What follows belongs to an exercise in optimizing a design on an open flow for small area; a production flow would make more cautious choices.
RTL that was checked went through simulation tests only; none was proved equivalent to the original.
Power and IR drop assume default switching activity.

## strassenTop
module strassenTop (
    input  wire logic                                clk,
    input  wire logic                                reset,
    input  wire logic                                start,
    input  wire logic [3:0]                          mode,
    input  wire logic                                memWrite,
    input  wire logic                                memSelB,
    input  wire logic [strassenPkg::idxWidth-1:0]    memRow,
    input  wire logic [strassenPkg::idxWidth-1:0]    memCol,
    input  wire strassenPkg::elemT                   memData,
    input  wire logic [strassenPkg::addrWidth-1:0]   resultAddr,
    output logic                                     done,
    output strassenPkg::stateT                       state,
    output strassenPkg::resultT                      resultOut
);
Size in the first run: about 680 cells after synthesis, ~15000 um^2 of cells after synthesis.
clock: 10.0 ns
lec_check: 0
cap_margin: 20
core_margin: 2
core_utilization: 40
cts_buf_list: sky130_fd_sc_hd__clkbuf_8
cts_cluster_size: 30
gpl_timing_driven: 0
slew_margin: 20
synth_hierarchical: 1
run.sh (not shown) runs the stock make flow with config.mk's settings and CLKGATE_MAP_FILE= SYNTH_SCRIPT=/design/flow/synth_recipe.tcl, a recipe that flattens the netlist after the stock synthesis.
The baseline completed with no timing, DRC or antenna violations.
Edit:
CTS_BUF_LIST = sky130_fd_sc_hd__clkbuf_4   (was sky130_fd_sc_hd__clkbuf_8)
CTS_CLUSTER_SIZE = not set   (was 30)
Global-route usage goes up by 0.16 points; synthesized cell count is unchanged; total power goes up slightly; wire length goes up slightly; flip-flop and latch count is unchanged.
Edit:
CTS_BUF_LIST = not set   (was sky130_fd_sc_hd__clkbuf_4)
GPL_TIMING_DRIVEN = not set   (was 0)
After rerunning: Flip-flop and latch count is unchanged; die area stays the same; final area is higher by 1.9%; first-iteration DRC count is higher by 50%; hold slack gains 0.0037 ns.
Function was not checked in any run of this note: the RTL went through the layout flow alone.


## north
Another version of the RTL of strassenTop (not shown whole).
Size: roughly 720 cells after synthesis, about 390 flip-flops, roughly 38 I/O pins.
export LEC_CHECK = 0
export CAP_MARGIN = 20
export CORE_MARGIN = 2
export CORE_UTILIZATION = 70
export GPL_TIMING_DRIVEN = 0
export SLEW_MARGIN = 20
export SYNTH_HIERARCHICAL = 1
create_clock -name core_clock -period 10.0 [get_ports {clk}]
standard.sh (not shown) runs the stock make flow with config.mk's settings and CLKGATE_MAP_FILE= SYNTH_SCRIPT=/design/flow/synth_recipe.tcl, a recipe that flattens the netlist after the stock synthesis.
==> flow/flow/run.sh <==
#!/bin/bash
# Standard layout, with two changes: the clock tree uses larger sink clusters and no
# dummy loads, and the port buffers are the smallest buffer cell.
set -euo pipefail
CTS="-sink_clustering_enable -repair_clock_nets -dont_use_dummy_load"
CTS="$CTS -sink_clustering_size ${FLOW_CTS_SIZE:-20} -sink_clustering_max_diameter ${FLOW_CTS_DIAM:-120}"
CTS="$CTS -buf_list sky130_fd_sc_hd__clkbuf_8"
bash standard.sh "CTS_ARGS=$CTS" "BUFFER_PORTS_ARGS=-buffer_cell sky130_fd_sc_hd__buf_1" finish > standard.log 2>&1
north completed every stage of the flow, and the final layout passed the timing, DRC and antenna checks.
### north -> south
# north
export LEC_CHECK = 0
export CAP_MARGIN = 20
export CORE_MARGIN = 2
export CORE_UTILIZATION = 70
export GPL_TIMING_DRIVEN = 0
export SLEW_MARGIN = 20
export SYNTH_HIERARCHICAL = 1
create_clock -name core_clock -period 10.0 [get_ports {clk}]
# south
export LEC_CHECK = 0
export CAP_MARGIN = 20
export CORE_MARGIN = 2
export CORE_UTILIZATION = 60
export GPL_TIMING_DRIVEN = 0
export SLEW_MARGIN = 20
export SYNTH_HIERARCHICAL = 1
create_clock -name core_clock -period 10.0 [get_ports {clk}]
==> run notes <==
Summary — growth of design area from synthesis to finish, south relative to north: higher, by 0.46 points.
Routed via count down 1.4% in south wrt north
Share of total power in the clock network of north is on par with south.
south vs. north: design area climbed 0.43%, number of cells traversed by the worst register-to-register path went up by 1, wire length of the first global-routing pass rose 1.8%, total power now sits at about the same level, aggregate routed wire length has increased.
Diff north -> south | placed cell count | up by a few percent
For east, these inputs were changed with respect to south:
# south
export LEC_CHECK = 0
export CAP_MARGIN = 20
export CORE_MARGIN = 2
export CORE_UTILIZATION = 60
export GPL_TIMING_DRIVEN = 0
export SLEW_MARGIN = 20
export SYNTH_HIERARCHICAL = 1
create_clock -name core_clock -period 10.0 [get_ports {clk}]
# east
export LEC_CHECK = 0
export CAP_MARGIN = 0
export CORE_MARGIN = 2
export CORE_UTILIZATION = 60
export GPL_TIMING_DRIVEN = 0
export SLEW_MARGIN = 0
export SYNTH_HIERARCHICAL = 1
create_clock -name core_clock -period 10.0 [get_ports {clk}]
==> run notes <==
Between south and east, the flow reports length of routed wiring on met1 decreasing by a few percent. Comparing power consumption for east and south, the smaller number came from east. Between east and south, it is east whose sequential share of layout area is higher, by 0.47 points. Post-layout minimum cycle time deteriorates in east relative to south. Lower hold slack among east and south: east. For the number of antenna cells inserted, east came in 1 lower than south did. Compared east against south; cell-internal power within noise. Area taken by multi-input logic gates essentially unchanged between south and east. south -> east: count of filler cells inserted in the layout increased by a few percent.

-- afterwards: timing with drivers on the ports --
The flow's constraints put no driver on any port. The routed layouts listed below were extracted and timed again, unchanged, in two steps. Step 1, drivers: a clkbuf_16 drives clk and a buf_2 each remaining input, both assumed. Step 2 moves the port delays by t, midway between the first and last clock arrival at a register: inputs arrive t later, outputs are due t later. That takes back most of the time a late clock gives input paths. a / b / c = ideal ports / drivers / drivers and shift; a / b = the first two.
run	shift t [ns]	setup slack, ns	worst register clock-pin slew, ns
the first run of note 1	0.617	0.187 / 0.133 / 0.133	0.07 / 0.07
the second run of note 1	0.723	0.157 / 0.109 / 0.109	0.07 / 0.07
the third run of note 1	0.558	0.184 / 0.123 / 0.123	0.06 / 0.06
north	0.578	0.195 / 0.175 / 0.175	0.12 / 0.12
south	0.580	0.224 / 0.169 / 0.169	0.12 / 0.12
east	0.593	0.205 / 0.180 / 0.180	0.12 / 0.12
After both steps setup and hold are still met in every run listed. The setup slack of the third run of note 1, which loses most, moves by -0.061 ns with the drivers and by -0.061 ns with both steps.
